Context: an optimization exercise on an open-source flow, tuned for small area. The choices shown serve that exercise and are no tape-out recipe.
In this exercise RTL edits were held to simulation tests only and were not proved equivalent to the original.
The flow treats the clock pin as an ideal source, which a real chip does not have.

==> flow/design.v <==
`timescale 1ns/100ps
module cpu_top
(
    input  logic        clk,
    input  logic        reset,
    input  logic [15:0] mem_rdata,
    output logic [15:0] mem_addr,
    output logic        mem_we,
    output logic [15:0] mem_wdata,
    output logic        halted
);
    localparam logic [1:0] S_INIT = 2'd0, S_EXEC = 2'd1, S_2ND = 2'd2;
    logic [3:0]  ph;
    logic [1:0]  st;
    logic [1:0]  st_nx;
    logic [15:0] r0, r1, r2, r3, r4, r5, r6, r7;
    logic [15:0] pc;
    logic [15:0] t;
    logic [11:0] ir;
    logic        z, c, pcc;
    wire ph0   = (ph == 4'd0);
    wire ph15  = (ph == 4'd8);
    wire fetch = (st == S_EXEC) && ph0;
    wire [11:0] ins = fetch ? mem_rdata[15:4] : ir;
    wire [5:0]  op  = ins[11:6];
    wire [2:0]  rx  = ins[5:3];
    wire [2:0]  ry  = ins[2:0];
    wire [7:0] heads = {r7[0], r6[0], r5[0], r4[0], r3[0], r2[0], r1[0], r0[0]};
    wire a = heads[rx];
    wire b = heads[ry];
    wire is_halt = (op == 6'd0);
    wire is_jmp  = (op == 6'd23);
    wire is_jz   = (op == 6'd24);
    wire is_jnz  = (op == 6'd25);
    wire is_mov  = (op == 6'd32);
    wire is_ld   = (op == 6'd33);
    wire is_ldi  = (op == 6'd35);
    wire is_st   = (op == 6'd37);
    wire is_cmp  = (op == 6'd16);
    wire alu_wr  = (op[5:2] == 4'b0001) | (op[5:2] == 4'b0010 & ~(op[1] & op[0])) |
                   (op == 6'd12);         
    wire flag    = alu_wr | is_cmp;
    wire g_lo   = ~op[5] & ~op[4] & ~op[3];      
    wire g_hi   = ~op[5] & ~op[4] & op[3];       
    wire a_mov  = op[5];
    wire a_not  = g_lo & ~op[1] & ~op[0];
    wire a_inc  = g_lo & ~op[1] & op[0];
    wire a_dec  = g_lo & op[1] & ~op[0];
    wire a_and  = g_lo & op[1] & op[0];
    wire a_or   = g_hi & ~op[2] & ~op[1] & ~op[0];
    wire a_xor  = g_hi & ~op[2] & ~op[1] & op[0];
    wire a_sub  = op[4] | (g_hi & op[2]);       
    wire s_st   = op[5] & op[2];                
    wire s_ld   = op[5] & ~op[2] & ~op[1];      
    wire s_ldi  = op[5] & op[1];                
    wire s_halt = ~op[5] & ~op[4];              
    wire aa   = a & ~a_mov;
    wire bb   = a_inc ? 1'b0 : (a_dec | a_not) ? 1'b1 : a_sub ? ~b : b;
    wire brk  = a_not | a_and | a_or | a_xor | a_mov;
    wire cin  = (ph0 | brk) ? (a_inc | a_sub | a_or) : c;
    wire sum  = aa ^ bb ^ cin;
    wire cout = (aa & bb) | (aa & cin) | (bb & cin);
    wire res  = (a_and | a_or) ? cout : sum;
    wire s_2nd = (st == S_2ND);
    wire inc0    = ~(s_2nd & s_st);
    wire pc_cin  = ph0 ? inc0 : pcc;
    wire pc_new  = pc[0] ^ pc_cin;
    wire d      = ph0 ? mem_rdata[0] : t[0];
    logic       pc_in, wd, wen, wall;
    logic       z_nx;
    always_comb begin
        pc_in     = pc_new;
        wd        = res;
        wen       = 1'b0;
        wall      = 1'b0;
        z_nx      = z;
        if (st == S_INIT) begin
            pc_in  = 1'b0;
            wd     = 1'b0;
            wall   = 1'b1;
            z_nx   = 1'b0;
            st_nx  = S_EXEC;
        end else if (st == S_EXEC) begin
            if (is_st | is_ld) begin
                pc_in  = op[2] ? a : b;         
                wen    = 1'b1;
                wd     = pc_new;
            end else begin
                if (alu_wr | is_mov)
                    wen = 1'b1;
                if (flag)
                    z_nx = (ph0 | z) & ~res;
            end
            if (is_halt | is_st | is_ld | is_ldi | is_jmp | is_jz | is_jnz)
                st_nx = S_2ND;
            else
                st_nx = S_EXEC;
        end else begin
            st_nx = s_halt ? S_2ND : S_EXEC;
            if (s_st) begin
                pc_in  = a;
                wen    = 1'b1;
                wd     = pc_new;
            end else if (s_ld) begin
                pc_in  = a;
                wen    = 1'b1;
                wd     = d;
            end else if (s_ldi) begin
                wen    = 1'b1;
                wd     = d;
            end else if (~s_halt) begin
                if (~op[3] | (op[0] ^ z))
                    pc_in  = d;
            end
        end
    end
    wire [7:0] we = {8{wall}} | ({8{wen}} & (8'd1 << rx));
    always_ff @(posedge clk or posedge reset) begin
        if (reset) begin
            ph <= 4'd0;
            st <= S_INIT;
        end else begin
            ph <= {ph[2:0], ph[3] ^ ph[2] ^ (ph[2:0] == 3'b000)};
            if (ph15)
                st <= st_nx;
        end
    end
    always_ff @(posedge clk) begin
        r0  <= {we[0] ? wd : r0[0], r0[15:1]};
        r1  <= {we[1] ? wd : r1[0], r1[15:1]};
        r2  <= {we[2] ? wd : r2[0], r2[15:1]};
        r3  <= {we[3] ? wd : r3[0], r3[15:1]};
        r4  <= {we[4] ? wd : r4[0], r4[15:1]};
        r5  <= {we[5] ? wd : r5[0], r5[15:1]};
        r6  <= {we[6] ? wd : r6[0], r6[15:1]};
        r7  <= {we[7] ? wd : r7[0], r7[15:1]};
        pc  <= {pc_in, pc[15:1]};
        t   <= {b, ph0 ? mem_rdata[15:1] : t[15:1]};
        if (fetch)
            ir <= mem_rdata[15:4];
        z   <= z_nx;
        c   <= cout;
        pcc <= pc[0] & pc_cin;
    end
    assign mem_addr  = pc;
    assign mem_wdata = t;
    assign mem_we    = s_2nd & s_st & ph0;
    assign halted    = s_2nd & s_halt;
endmodule
==> flow/flow/run.sh <==
#!/bin/bash
# The standard layout (standard.sh) with three changes:
#  - synthesis maps the logic with each of the area-oriented ABC scripts
#    flow/abc*.abc and keeps the smallest result (flow/abc_best.tcl);
#    everything else in the synthesis script is synth_recipe.tcl unchanged;
#  - port buffers are buf_1 and the clock tree is built from clkbuf_4 without
#    dummy loads; flow/post_cts.tcl upsizes the leaf clock buffers whose
#    flip-flops would see a slow clock edge.
# Each tool's output is in the ORFS logs under orfs/logs; make's own output
# goes to standard.log here.
set -euo pipefail
W=$PWD
{ head -n 1 synth_recipe.tcl
  echo "set ::abc_scripts [list $(ls $W/flow/abc*.abc | tr '\n' ' ')]"
  echo "source $W/flow/abc_best.tcl"
  tail -n +2 synth_recipe.tcl; } > my_synth.tcl
sed "s#$W/synth_recipe.tcl#$W/my_synth.tcl#g" standard.sh > my_standard.sh
grep -q my_synth.tcl my_standard.sh
export BUFFER_PORTS_ARGS="-buffer_cell sky130_fd_sc_hd__buf_1"
export CTS_ARGS="-sink_clustering_enable -repair_clock_nets -dont_use_dummy_load -buf_list {sky130_fd_sc_hd__clkbuf_4}"
export POST_CTS_TCL="$W/flow/post_cts.tcl"
bash my_standard.sh > standard.log 2>&1
==> flow/flow/abc1.abc <==
strash
ifraig
dc2
strash
dch -f
amap
==> flow/flow/abc2.abc <==
strash
ifraig
dc2
strash
dch
amap
==> flow/flow/abc3.abc <==
strash
dch
amap
==> flow/flow/abc4.abc <==
strash
ifraig
dc2
dc2
dch -f
amap
==> flow/flow/abc5.abc <==
strash
ifraig
dc2
strash
dch -f
amap -m
==> flow/flow/abc6.abc <==
strash
dc2
balance
rewrite
refactor
balance
rewrite
rewrite -z
balance
refactor -z
rewrite -z
balance
dch -f
amap
==> flow/flow/abc7.abc <==
strash
ifraig
balance
rewrite
refactor
balance
rewrite
rewrite -z
balance
refactor -z
rewrite -z
balance
dch -f
amap
==> flow/flow/abc8.abc <==
strash
ifraig
dc2
balance
rewrite
refactor
balance
rewrite
rewrite -z
balance
refactor -z
rewrite -z
balance
dc2
dch -f
amap
==> flow/flow/abc_best.tcl <==
# Replaces the synthesis script's abc call: maps the logic with each of the
# area-oriented ABC scripts in ::abc_scripts and keeps the smallest result.
# The flip-flops are mapped before abc runs, so only the combinational logic
# differs between the tries.
proc abc {args} {
  set i [lsearch $args -script]
  set lib [lindex $args [expr {[lsearch $args -liberty] + 1}]]
  yosys design -save pre_abc
  set best ""
  set best_area 1e18
  foreach script $::abc_scripts {
    yosys design -load pre_abc
    set a $args
    lset a [expr {$i + 1}] $script
    yosys abc {*}$a
    set stat_file $::env(OBJECTS_DIR)/[file tail $script].stat
    yosys tee -q -o $stat_file stat -liberty $lib
    set f [open $stat_file r]
    set txt [read $f]
    close $f
    regexp {Chip area for module '[^']*': ([0-9.]+)} $txt -> area
    puts "abc_best: [file tail $script] area $area"
    if {$area < $best_area} {
      set best_area $area
      set best $script
    }
  }
  yosys design -load pre_abc
  set a $args
  lset a [expr {$i + 1}] $best
  puts "abc_best: using [file tail $best]"
  yosys abc {*}$a
}
==> flow/flow/post_cts.tcl <==
# Upsize the leaf clock buffers whose flip-flops would see too slow a clock
# edge, then legalize the placement again.
estimate_parasitics -placement
set upsized 0
foreach inst [get_cells -filter "ref_name == sky130_fd_sc_hd__clkbuf_4"] {
  set o [get_pins -of_objects $inst -filter "direction == output"]
  set n [get_nets -of_objects $o]
  set mx 0
  foreach p [get_pins -of_objects $n -filter "direction == input"] {
    if {[get_property $p name] ne "CLK"} { continue }
    set s [get_property $p slew_max]
    if {$s > $mx} { set mx $s }
  }
  if {$mx > 0.116} {
    replace_cell $inst sky130_fd_sc_hd__clkbuf_8
    incr upsized
  }
}
puts "post_cts: upsized $upsized clock buffers"
if {$upsized > 0} {
  detailed_placement
  check_placement -verbose
}
==> flow/standard.sh <==
#!/bin/bash
# synth_recipe.tcl (not shown) runs the flow's synth.tcl, then flattens the netlist and writes it again
# the make line also repeats each setting of config.mk as NAME=value (left out here)
make -C /OpenROAD-flow-scripts/flow DESIGN_CONFIG=/design/flow/config.mk WORK_HOME=/design/flow/orfs CLKGATE_MAP_FILE= SYNTH_SCRIPT=/design/flow/synth_recipe.tcl "${@:-finish}"
==> flow/config.mk <==
export PLATFORM = sky130hd
export DESIGN_NAME = cpu_top
export DESIGN_NICKNAME = cpu_top
export VERILOG_FILES = /design/flow/design.v
export SDC_FILE = /design/flow/constraint.sdc
export NUM_CORES = 4
export LEC_CHECK = 0
export ABC_AREA = 1
export CAP_MARGIN = 20
export CORE_MARGIN = 2
export CORE_UTILIZATION = 40
export SLEW_MARGIN = 20
==> flow/constraint.sdc <==
create_clock -name core_clock -period 8.0 [get_ports {clk}]
set_input_delay 1.6000 -clock core_clock [delete_from_list [all_inputs] [get_ports {clk}]]
set_output_delay 1.6000 -clock core_clock [all_outputs]
set_load 0.01 [all_outputs]
==> impl_metrics.json <==
{
  "status": "no timing/DRC/antenna violations",
  "rows": 39,
  "grtUsageMet3": 0.0577,
  "synthAdderAreaFrac": 0.0124,
  "vdd_drop_max_mv": 0.159,
  "cp.arrival_ns": 4.88,
  "synth_cell_types": 31,
  "dr_total_vias": 2750,
  "leakage_nw": 1.96,
  "synth_cells": 355,
  "min_from": "r0[2]",
  "fin_crit_sh": 0.810,
  "port_buffers": 51,
  "yosys.area_share.simple": 0.0627,
  "slew-limit-headroom": 0.446,
  "met1_usage": 0.183,
  "worst_slew_pin_slew_ns": 0.829,
  "drive_above_1_share": 0.0425,
  "hold_class": "reg -> reg",
  "drv_cap": 0,
  "hold_end": "r0[1]",
  "wl_per_cell_um": 13.8,
  "ys_seq_area_frac": 0.789,
  "gr-total-overflow": 0,
  "synth.most_common_cell": "dfxtp_1",
  "cts_tree": "yes",
  "place.gp.congestion": 0.916,
  "synthTopCellsByCount": "dfxtp_1, nor2_1, clkinv_1",
  "critPathSlowestCell": "nor2_1",
  "synth_top_area_frac": 0.757,
  "die_w_um": 112,
  "final_util": 0.455,
  "cts.clk_slew.worst_paths_ns": 0.11,
  "firstDrtPassIters": 4,
  "top_usage_layer": "met1",
  "grt_pass1_vias": 2482,
  "remaining_drc_errors": 0,
  "antenna_cells": 0,
  "crit_type": "reg -> out",
  "path_max_fanout": 19,
  "synth_compound_area_frac": 0.119,
  "core_um2": 11400,
  "cp-end-kind": "output port",
  "cp.required_ns": 6.40,
  "cp_num_buf_inv": 5,
  "max_freq_ghz": 0.154,
  "instances_no_fill": 567,
  "setup_viol": 0,
  "synth_ff_type": "dfxtp_1",
  "slew_viol_final": 0,
  "die_h_um": 112,
  "holdWs_ns": 0.290,
  "ioPinCount": 52,
  "antenna_found_initial": 0,
  "synth_top_family_by_area": "compound AO/OA/AOI/OAI gates",
  "wirelength_um": 7810,
  "ys_ff_latch": 181,
  "synth_area_leader_cell": "dfxtp_1",
  "fin_worst_skew_ns": 0.0407,
  "start_kind": "flip-flop",
  "fin_setup_tns_ns": 0,
  "r2r_start": "ph[1]",
  "synth.yosys.warnings": 1,
  "drt_iter0_markers": 204,
  "r2r_end": "r0[15]",
  "cts_sinks": 181,
  "synthArstFlopShare": 0.0331,
  "synth-edff-count": 0,
  "die_area_um2": 12500,
  "crit_family": "buffers and inverters",
  "critical-path-max-stage-delay_ns": 0.82,
  "reg2reg_depth": 20,
  "power.total_mw": 1.29,
  "synthTopCellsByArea": "dfxtp_1, dfrtp_1, o22a_1, nor2_1, o22ai_1",
  "p_per_area_nw_per_um2": 250,
  "clk_latency_ns": 0.55,
  "avgSynthCellArea_um2": 13.0,
  "ant_nets": 0,
  "dp.cells": 550,
  "worstHoldPathCells": 0,
  "grtUsageMet2": 0.183,
  "min_period_ns": 6.48,
  "hold_viol": 0,
  "syn_area_um2": 4630,
  "synth_fp_nets": 377,
  "synth_xor_area_frac": 0,
  "cp_cell_sequence": "or2_0 -> nor2b_1 -> buf_4 -> clkinv_1 -> nor2_1 -> clkinv_1 -> a22oi_1 -> clkinv_1 -> nand2_1 -> nor3_1 -> buf_1",
  "area_delta_synth_final_pct": 11.7,
  "rsz0062_at_grt": "no",
  "grt_max_degree": 20,
  "nNetsFinal": 448,
  "hpwlAfterDp_um": 5380,
  "grt_pass1_wl_um": 12700,
  "vias_per_cell": 4.85,
  "regToRegSetupSlack_ns": 1.79,
  "track_usage": 0.134,
  "start_util": 0.407,
  "crit_top_cell": "clkinv_1",
  "synth_mux_area_frac": 0
}
[metrics by stage]
stage | instance area [um^2] | worst slack [ns]
2_1_floorplan | 4630 | 2.43
3_3_place_gp | 5010 | 2.25
3_5_place_dp | 5010 | 1.93
5_1_grt | 5170 | 0.970
6_report | 5170 | 1.52
[metal layers]
metal / share of wire / routed length [um]
met5: 0 / 0
met4: 0.012 / 92
met3: 0.068 / 533
met2: 0.42 / 3260
met1: 0.50 / 3930
[flip-flops by register name (all words and copies together) (netlist names)]
register,count
r7,16
r1,16
z,1
ir,12
st,2
r4,16
r2,16
r5,16
c,1
ph,4
r0,16
pcc,1
r3,16
r6,16
pc,16
t,16
[placed cells by master (no fill, tap or decap), drive strengths merged, types with 2 or more instances in the layout]
cell	n
o22a	15
a21oi	6
clkbuf	17
o21ai	17
or2	3
o22ai	14
dfxtp	175
o221a	2
nor2b	3
ha	3
nor2	33
o221ai	2
clkinv	21
nor3	7
a22oi	2
buf	52
dfrtp	6
nand3	4
a31oi	11
nand2	18
[cell families (layout without fill, tap and decap cells)]
kind of cell    count (synthesis)  count (layout)
buf+inv                        21              90
flops                         181             181
simple gates                   69              69
fa+ha+maj                       4               4
compound gates                 80              80
[area by class of cell]
class,count,area [um^2]
Tap cell,143,179
Timing Repair Buffer,52,199
Multi-Input combinational cell,153,898
Sequential cell,181,3650
Fill cell,1025,6200
Clock buffer,17,165
Inverter,21,78.8
[worst register-to-register path: cells and delay by family (launching register included)]
kind                     cells  cell delay [ns]
AO/OA/AOI/OAI                6             1.70
buffers and inverters        4             1.46
AND/OR/NAND/NOR              9             2.17
flip-flops                   1             0.39
adder cells (fa/ha/maj)      1             0.43
[report_power, final]
group,internal (mW),switching (mW)
registers,0.905,0.00211
logic,0.00693,0.00791
clock network,0.129,0.243
total,1.04,0.253
[worst max-delay path by stage]
stage / to / from / slack (ns) / cells past startpoint
finish: mem_we / ph[1] / 1.52 / 11
detailed placement: r0[15] / ph[1] / 1.93 / 20
global route: mem_we / ph[1] / 0.97 / 11
floorplan: r1[15] / ph[1] / 2.43 / 19
global placement: r2[15] / ph[1] / 2.25 / 19

[separate check: timing with driven ports]
The results above use ideal ports. As a check the final layout listed here was re-extracted and re-timed, cells and wires unchanged.
Step 1 (the two cells are an assumption about what drives the block):
set clk [get_ports {clk}]
set_driving_cell -lib_cell sky130_fd_sc_hd__clkbuf_16 $clk
set_driving_cell -lib_cell sky130_fd_sc_hd__buf_2 [delete_from_list [all_inputs] $clk]
Step 2, shift: input delay + t, output delay - t, t = (earliest + latest rising clock arrival at the registers) / 2. This alone moves slack from input paths to output paths.
a / b / c = ideal ports / drivers / drivers and shift; a / b = the first two.
t, ns: 0.559
setup WS [ns]: 1.523 / 1.490 / 1.789
worst setup path after step 2: register to register
latest minus earliest clock arrival (ns): 0.041 / 0.041
worst slew at a driven data input, ns: 0.04
After both steps setup and hold are still met in this run. For this run, drivers alone change the setup slack by -0.033 ns; drivers and shift together by +0.266 ns.
